Source: an optimization exercise on an open RTL-to-GDS flow (aim: small area). Production flows keep margins and buffers that such runs may drop. In this exercise RTL edits were held to simulation tests only and were not proved equivalent to the original.

## fjord
==> flow/design.v (excerpt) <==
module nn_top (
	input  logic          clk,
	input  logic          rst_n,
	input  logic          in_valid_d,
	input  nn_pkg::data_t data_point,
	input  logic          in_valid_w1,
	input  nn_pkg::data_t weight1,
	input  logic          in_valid_w2,
	input  nn_pkg::data_t weight2,
	output logic          out_valid,
	output nn_pkg::data_t out
);
Size: about 2600 cells after synthesis.
export LEC_CHECK = 0
export CAP_MARGIN = 20
export CORE_MARGIN = 2
export CORE_UTILIZATION = 40
export CTS_CLUSTER_DIAMETER = 100
export CTS_CLUSTER_SIZE = 24
export SLEW_MARGIN = 20
export SYNTH_HIERARCHICAL = 1
create_clock -name core_clock -period 8.0 [get_ports {clk}]
standard.sh (not shown) runs the stock make flow with config.mk's settings and CLKGATE_MAP_FILE= SYNTH_SCRIPT=/design/flow/synth_recipe.tcl, a recipe that flattens the netlist after the stock synthesis.
==> flow/flow/run.sh <==
#!/bin/bash
# Standard synthesis; then every combinational cell of the netlist is set to
# its smallest drive strength before the standard layout steps, whose timing
# and design repair size up what needs it.  Ports get the smallest buffer;
# the clock tree is built without dummy loads.
set -euo pipefail
bash standard.sh synth > synth_stage.log 2>&1
NET=orfs/results/sky130hd/nn_top/base/1_2_yosys.v
python3 flow/downsize.py $NET > downsize.log 2>&1
bash standard.sh "BUFFER_PORTS_ARGS=-buffer_cell sky130_fd_sc_hd__buf_1" \
  "CTS_ARGS=-sink_clustering_enable -repair_clock_nets -sink_clustering_size 24 -sink_clustering_max_diameter 100 -buf_list sky130_fd_sc_hd__clkbuf_16 -dont_use_dummy_load" \
  finish > layout_stage.log 2>&1
==> flow/flow/downsize.py <==
#!/usr/bin/env python3
"""Swap each combinational cell of the synthesized netlist for the smallest
drive strength of the same cell (same function and pins).  Timing repair in
the later steps sizes up what needs it."""
import re, sys
LIB = "/OpenROAD-flow-scripts/flow/platforms/sky130hd/lib/sky130_fd_sc_hd__tt_025C_1v80.lib"
txt = open(LIB).read()
area = {}
for c in re.split(r'\n\s*cell\s*\(', txt)[1:]:
    n = re.match(r'\s*"?(\w+)"?', c).group(1)
    a = re.search(r'area\s*:\s*([\d.]+)', c)
    if a:
        area[n] = float(a.group(1))
SKIP = re.compile(r'__(df|edf|sdf|dl|clk|conb|tap|fill|decap|buf|inv|probe|lpflow|mux2i|ebuf|einv)')
def target(cell):
    if SKIP.search(cell):
        return cell
    m = re.match(r'(sky130_fd_sc_hd__\w+?)_(\d+)$', cell)
    if not m:
        return cell
    best = cell
    for d in ("0", "1"):
        cand = f"{m.group(1)}_{d}"
        if cand in area and area[cand] < area[best]:
            best = cand
    return best
path = sys.argv[1]
net = open(path).read()
swaps = {}
def sub(m):
    t = target(m.group(1))
    if t != m.group(1):
        swaps[(m.group(1), t)] = swaps.get((m.group(1), t), 0) + 1
    return m.group(0).replace(m.group(1), t, 1)
net = re.sub(r'^(\s*sky130_fd_sc_hd__\w+)(?=\s)', lambda m: sub2(m), net, flags=re.M) if False else \
      re.sub(r'(?m)^\s*(sky130_fd_sc_hd__\w+)\s', sub, net)
open(path, "w").write(net)
for (a, b), n in sorted(swaps.items()):
    print(f"{n:5d} {a} -> {b}")
## Diff of input files: lagoon against fjord
--- a/flow/flow/run.sh
+++ b/flow/flow/run.sh
@@ -10,3 +10,3 @@
 bash standard.sh "BUFFER_PORTS_ARGS=-buffer_cell sky130_fd_sc_hd__buf_1" \
-  "CTS_ARGS=-sink_clustering_enable -repair_clock_nets -sink_clustering_size 24 -sink_clustering_max_diameter 100 -buf_list sky130_fd_sc_hd__clkbuf_16 -dont_use_dummy_load" \
+  "CTS_ARGS=-sink_clustering_enable -repair_clock_nets -sink_clustering_size 16 -sink_clustering_max_diameter 80 -buf_list sky130_fd_sc_hd__clkbuf_8 -dont_use_dummy_load" \
   finish > layout_stage.log 2>&1
Notes after the runs:
- Min minimum clock period after layout across lagoon and fjord: lagoon
- Diff lagoon..fjord | total length of routed wires | negligible
- Largest buffer count on any clock path: lagoon vs fjord identical
- Maximum frequency improves in lagoon relative to fjord.
- | sequential share of layout area | lagoon vs fjord | ≈ equal |
Input changes introduced in harbor (baseline for comparison: lagoon):
- CTS_CLUSTER_SIZE: 24 -> unset
- CTS_CLUSTER_DIAMETER: 100 -> unset
- CORE_UTILIZATION: 40 -> 60
Results
- Across lagoon and harbor, the outcome is the same: a clean finish for every run.
- harbor: maximum clock frequency 3.3% above lagoon
- Against lagoon, cell area in harbor came out better.
- [compare] base=lagoon new=harbor: die area dropped 33%, number of buffers on the longest clock path flat, setup slack rose by 0.24 ns.

---

Setup of ember:
Another version of the RTL of nn_top (not shown whole).
Size: about 70 I/O pins, ~32000 µm² of cells after synthesis.
// nn_top
module nn_top (
	input  logic          clk,
	input  logic          rst_n,
	input  logic          in_valid_d,
	input  nn_pkg::data_t data_point,
	input  logic          in_valid_w1,
	input  nn_pkg::data_t weight1,
	input  logic          in_valid_w2,
	input  nn_pkg::data_t weight2,
	output logic          out_valid,
	output nn_pkg::data_t out
);
	localparam int DATA_W = nn_pkg::DATA_W;
	localparam int N_W1   = nn_pkg::N_W1;
	localparam int N_W2   = nn_pkg::N_W2;
	logic [1:0]                     cnt;
	logic [3:0]                     m1;
	logic [1:0]                     m2;
	logic [N_W1-1:0][DATA_W-1:0]    w1;
	logic [N_W2-1:0][DATA_W-1:0]    w2;
	logic [DATA_W-1:0]              x1, x2;
	logic                           v1, v2;
	logic [1:0]                     i1, i2;
	logic [2:0][DATA_W-1:0]         acc;
	logic                           r2;
	logic [DATA_W-1:0]              oacc;
	always_ff @(posedge clk or negedge rst_n) begin
		if (!rst_n) begin
			cnt <= '0;
			v1  <= 1'b0;
			v2  <= 1'b0;
			r2  <= 1'b0;
		end else begin
			if (in_valid_d)
				cnt <= cnt + 2'd1;
			v1 <= in_valid_d;
			v2 <= v1;
			r2 <= v2 && (i2 == 2'd3);
  ...
Settings: LEC_CHECK=0, CAP_MARGIN=20, CORE_MARGIN=2, CORE_UTILIZATION=40, CTS_CLUSTER_DIAMETER=100, CTS_CLUSTER_SIZE=24, GPL_TIMING_DRIVEN=0, SLEW_MARGIN=20, SYNTH_HIERARCHICAL=1; clock period 8.0 ns.
==> flow/flow/run.sh <==
#!/bin/bash
# Standard synthesis; then every combinational cell of the netlist is set to
# its smallest drive strength before the standard layout steps, whose timing
# and design repair size up what needs it.  Ports get the smallest buffer.
set -euo pipefail
bash standard.sh synth > synth_stage.log 2>&1
NET=orfs/results/sky130hd/nn_top/base/1_2_yosys.v
python3 flow/downsize.py $NET > downsize.log 2>&1
bash standard.sh "BUFFER_PORTS_ARGS=-buffer_cell sky130_fd_sc_hd__buf_1" finish > layout_stage.log 2>&1
Scripts as last shown in full above: flow/flow/downsize.py
Setup changes, ember to nickel
Settings: GPL_TIMING_DRIVEN: 0 -> unset; CTS_CLUSTER_DIAMETER: 100 -> unset; CTS_BUF_LIST: unset -> sky130_fd_sc_hd__clkbuf_4 sky130_fd_sc_hd__clkbuf_8; CTS_CLUSTER_SIZE: 24 -> unset.
==> flow/flow/run.sh <==
#!/bin/bash
# Standard layout, plus power recovery (downsizing of gates with slack) at global routing.
set -euo pipefail
bash standard.sh RECOVER_POWER=100 finish > flow_standard.log 2>&1
removed: flow/flow/downsize.py
Results
In nickel the implementation completed, yet the final layout does not meet the checks, the culprit being capacitance limit, slew limit. From ember to nickel the numbers moved as follows: met1 routing resource usage after global routing -0.90 points; time the final worst path needs with I/O delays and setup went down. Overall die width came out higher on nickel than on ember. Diff ember..nickel | tightest hold margin | negligible. Measured against nickel, the non-clock buffer count of ember comes out at 0.894 times the reference value. Between ember and nickel, area overhead of the layout relative to synthesis is higher for nickel, ember comes in under that. Per the comparison of nickel with ember, final routed wirelength across all metal layers rose by 6.7%, number of standard cells in the final layout excluding fillers rose by 195. Any difference in initial cell density of the core between nickel and ember is small enough to ignore. Looking only at clock skew, and setting everything else aside, the higher value of ember and nickel goes to nickel.
Setup changes, nickel to sierra
==> flow/run.sh (new file) <==
#!/bin/bash
# synth_recipe.tcl (not shown) runs the flow's synth.tcl, then flattens the netlist and writes it again
# the make line also repeats each setting of config.mk as NAME=value (left out here)
make -C /OpenROAD-flow-scripts/flow DESIGN_CONFIG=/design/flow/config.mk WORK_HOME=/design/flow/orfs CLKGATE_MAP_FILE= SYNTH_SCRIPT=/design/flow/synth_recipe.tcl finish
removed: flow/flow/run.sh
removed: flow/standard.sh
[summary]
sierra was carried through to the last stage, and its layout satisfied the timing, DRC and antenna checks. Diff sierra and nickel: part of the cycle the worst path needs lower in sierra. Summary of sierra over nickel: critical path depth now larger; global-route wire length before repair comparable; number of pins with negative max-slew slack in the final report now smaller. Slack of the worst reg-to-reg path for sierra: 0.37 ns up relative to nickel. sierra against nickel: final core area utilization saw little to no change; routed via count saw little to no change; layout-stage area growth over the synthesis result saw an increase.
What yarrow does differently from sierra at the input level:
Settings: CTS_BUF_LIST no longer set, was sky130_fd_sc_hd__clkbuf_4 sky130_fd_sc_hd__clkbuf_8.
==> flow/flow/run.sh (new file) <==
#!/bin/bash
# Standard synthesis; then every combinational cell of the netlist is set to
# its smallest drive strength before the standard layout steps, whose timing
# and design repair size up what needs it.
set -euo pipefail
bash standard.sh synth > synth_stage.log 2>&1
NET=orfs/results/sky130hd/nn_top/base/1_2_yosys.v
python3 flow/downsize.py $NET > downsize.log 2>&1
bash standard.sh finish > layout_stage.log 2>&1
==> flow/flow/downsize.py (new file) <==
#!/usr/bin/env python3
"""Swap each combinational cell of the synthesized netlist for the smallest
drive strength of the same cell (same function and pins).  Timing repair in
the later steps sizes up what needs it."""
import re, sys
LIB = "/OpenROAD-flow-scripts/flow/platforms/sky130hd/lib/sky130_fd_sc_hd__tt_025C_1v80.lib"
txt = open(LIB).read()
area = {}
for c in re.split(r'\n\s*cell\s*\(', txt)[1:]:
    n = re.match(r'\s*"?(\w+)"?', c).group(1)
    a = re.search(r'area\s*:\s*([\d.]+)', c)
    if a:
        area[n] = float(a.group(1))
SKIP = re.compile(r'__(df|edf|sdf|dl|clk|conb|tap|fill|decap|buf|inv|probe|lpflow|mux2i|ebuf|einv)')
def target(cell):
    if SKIP.search(cell):
        return cell
    m = re.match(r'(sky130_fd_sc_hd__\w+?)_(\d+)$', cell)
    if not m:
        return cell
    best = cell
    for d in ("0", "1"):
        cand = f"{m.group(1)}_{d}"
        if cand in area and area[cand] < area[best]:
            best = cand
    return best
path = sys.argv[1]
net = open(path).read()
swaps = {}
def sub(m):
    t = target(m.group(1))
    if t != m.group(1):
        swaps[(m.group(1), t)] = swaps.get((m.group(1), t), 0) + 1
    return m.group(0).replace(m.group(1), t, 1)
net = re.sub(r'^(\s*sky130_fd_sc_hd__\w+)(?=\s)', lambda m: sub2(m), net, flags=re.M) if False else \
      re.sub(r'(?m)^\s*(sky130_fd_sc_hd__\w+)\s', sub, net)
open(path, "w").write(net)
for (a, b), n in sorted(swaps.items()):
    print(f"{n:5d} {a} -> {b}")
==> flow/standard.sh (new file) <==
#!/bin/bash
# synth_recipe.tcl (not shown) runs the flow's synth.tcl, then flattens the netlist and writes it again
# the make line also repeats each setting of config.mk as NAME=value (left out here)
make -C /OpenROAD-flow-scripts/flow DESIGN_CONFIG=/design/flow/config.mk WORK_HOME=/design/flow/orfs CLKGATE_MAP_FILE= SYNTH_SCRIPT=/design/flow/synth_recipe.tcl "${@:-finish}"
removed: flow/run.sh
--- outcome ---
Final standard cell area without fillers in yarrow is 7.2% below sierra.
The final reports for yarrow and sierra show number of H-tree levels lower in the former.
In yarrow relative to sierra, number of gates on the worst path with buffers counted had gone up by a few percent.
Compared with sierra, fmax in yarrow decreased by a few percent.
In terms of via count, yarrow and sierra differ only marginally.
Against sierra, yarrow reports a detailed router's first-iteration violation count that is higher.
diff inputs: yarrow => onyx
Settings: setting CTS_CLUSTER_DIAMETER to 100 for the first time; setting CTS_CLUSTER_SIZE to 24 for the first time.
==> flow/flow/run.sh <==
#!/bin/bash
# Standard synthesis; then every combinational cell of the netlist is set to
# its smallest drive strength before the standard layout steps, whose timing
# and design repair size up what needs it.  Ports get the smallest buffer.
set -euo pipefail
bash standard.sh synth > synth_stage.log 2>&1
NET=orfs/results/sky130hd/nn_top/base/1_2_yosys.v
python3 flow/downsize.py $NET > downsize.log 2>&1
bash standard.sh "BUFFER_PORTS_ARGS=-buffer_cell sky130_fd_sc_hd__buf_1" finish > layout_stage.log 2>&1
Findings:
onyx: PASS, flow complete, no timing, DRC or antenna violations
onyx -> yarrow: remaining global-route overflow delta 0, exact match
Delta(share of cell area taken by multi-input logic gates, onyx - yarrow) > 0
Looking at number of buffers inserted during clock tree synthesis, onyx sits about 45% below yarrow.
onyx — global-route usage 0.50 points lower, yarrow as reference
Summary of onyx over yarrow: layout filler cell count went up; sum of routed wire length over all layers shrank by about 1.9%.
Of onyx and yarrow, onyx shows the higher worst-case clock skew, with yarrow below it.

-- separate check: timing with driven ports --
How much do the figures lean on ideal ports? The routed layouts below were timed once more, with nothing changed but the port constraints. Step 1 assumes that a clkbuf_16 drives the clock port and a buf_2 every other input. Step 2 also shifts input and output timing later by t, the mid clock arrival at the registers, as if the neighbouring blocks saw the same clock. a / b / c = ideal ports / drivers / drivers and shift; a / b = the first two.
| run | shift t [ns] | slack for setup (ns) | hold WS [ns] | latest minus earliest clock arrival (ns) | worst data-port slew with drivers (ns) |
|---|---|---|---|---|---|
| fjord | 0.630 | 0.436 / 0.436 / 0.436 | 0.372 / 0.372 / 0.372 | 0.078 / 0.078 | 0.06 |
| lagoon | 0.647 | 0.465 / 0.465 / 0.465 | 0.352 / 0.352 / 0.352 | 0.097 / 0.098 | 0.05 |
| harbor | 0.693 | 0.704 / 0.704 / 0.290 | 0.353 / 0.353 / 0.353 | 0.077 / 0.077 | 0.03 |
| ember | 0.641 | 0.321 / 0.321 / -0.203 | 0.354 / 0.354 / 0.354 | 0.025 / 0.025 | 0.06 |
| nickel | 0.709 | 0.552 / 0.533 / -0.175 | 0.353 / 0.353 / 0.353 | 0.058 / 0.059 | 0.08 |
| sierra | 0.704 | 1.002 / 1.002 / 0.330 | 0.353 / 0.353 / 0.353 | 0.058 / 0.058 | 0.08 |
| yarrow | 0.637 | 0.731 / 0.731 / 0.399 | 0.341 / 0.341 / 0.341 | 0.046 / 0.045 | 0.06 |
| onyx | 0.643 | 0.876 / 0.876 / 0.571 | 0.349 / 0.349 / 0.349 | 0.052 / 0.052 | 0.07 |
For nickel, which loses most, drivers alone change the setup slack by -0.019 ns; drivers and shift together by -0.727 ns.
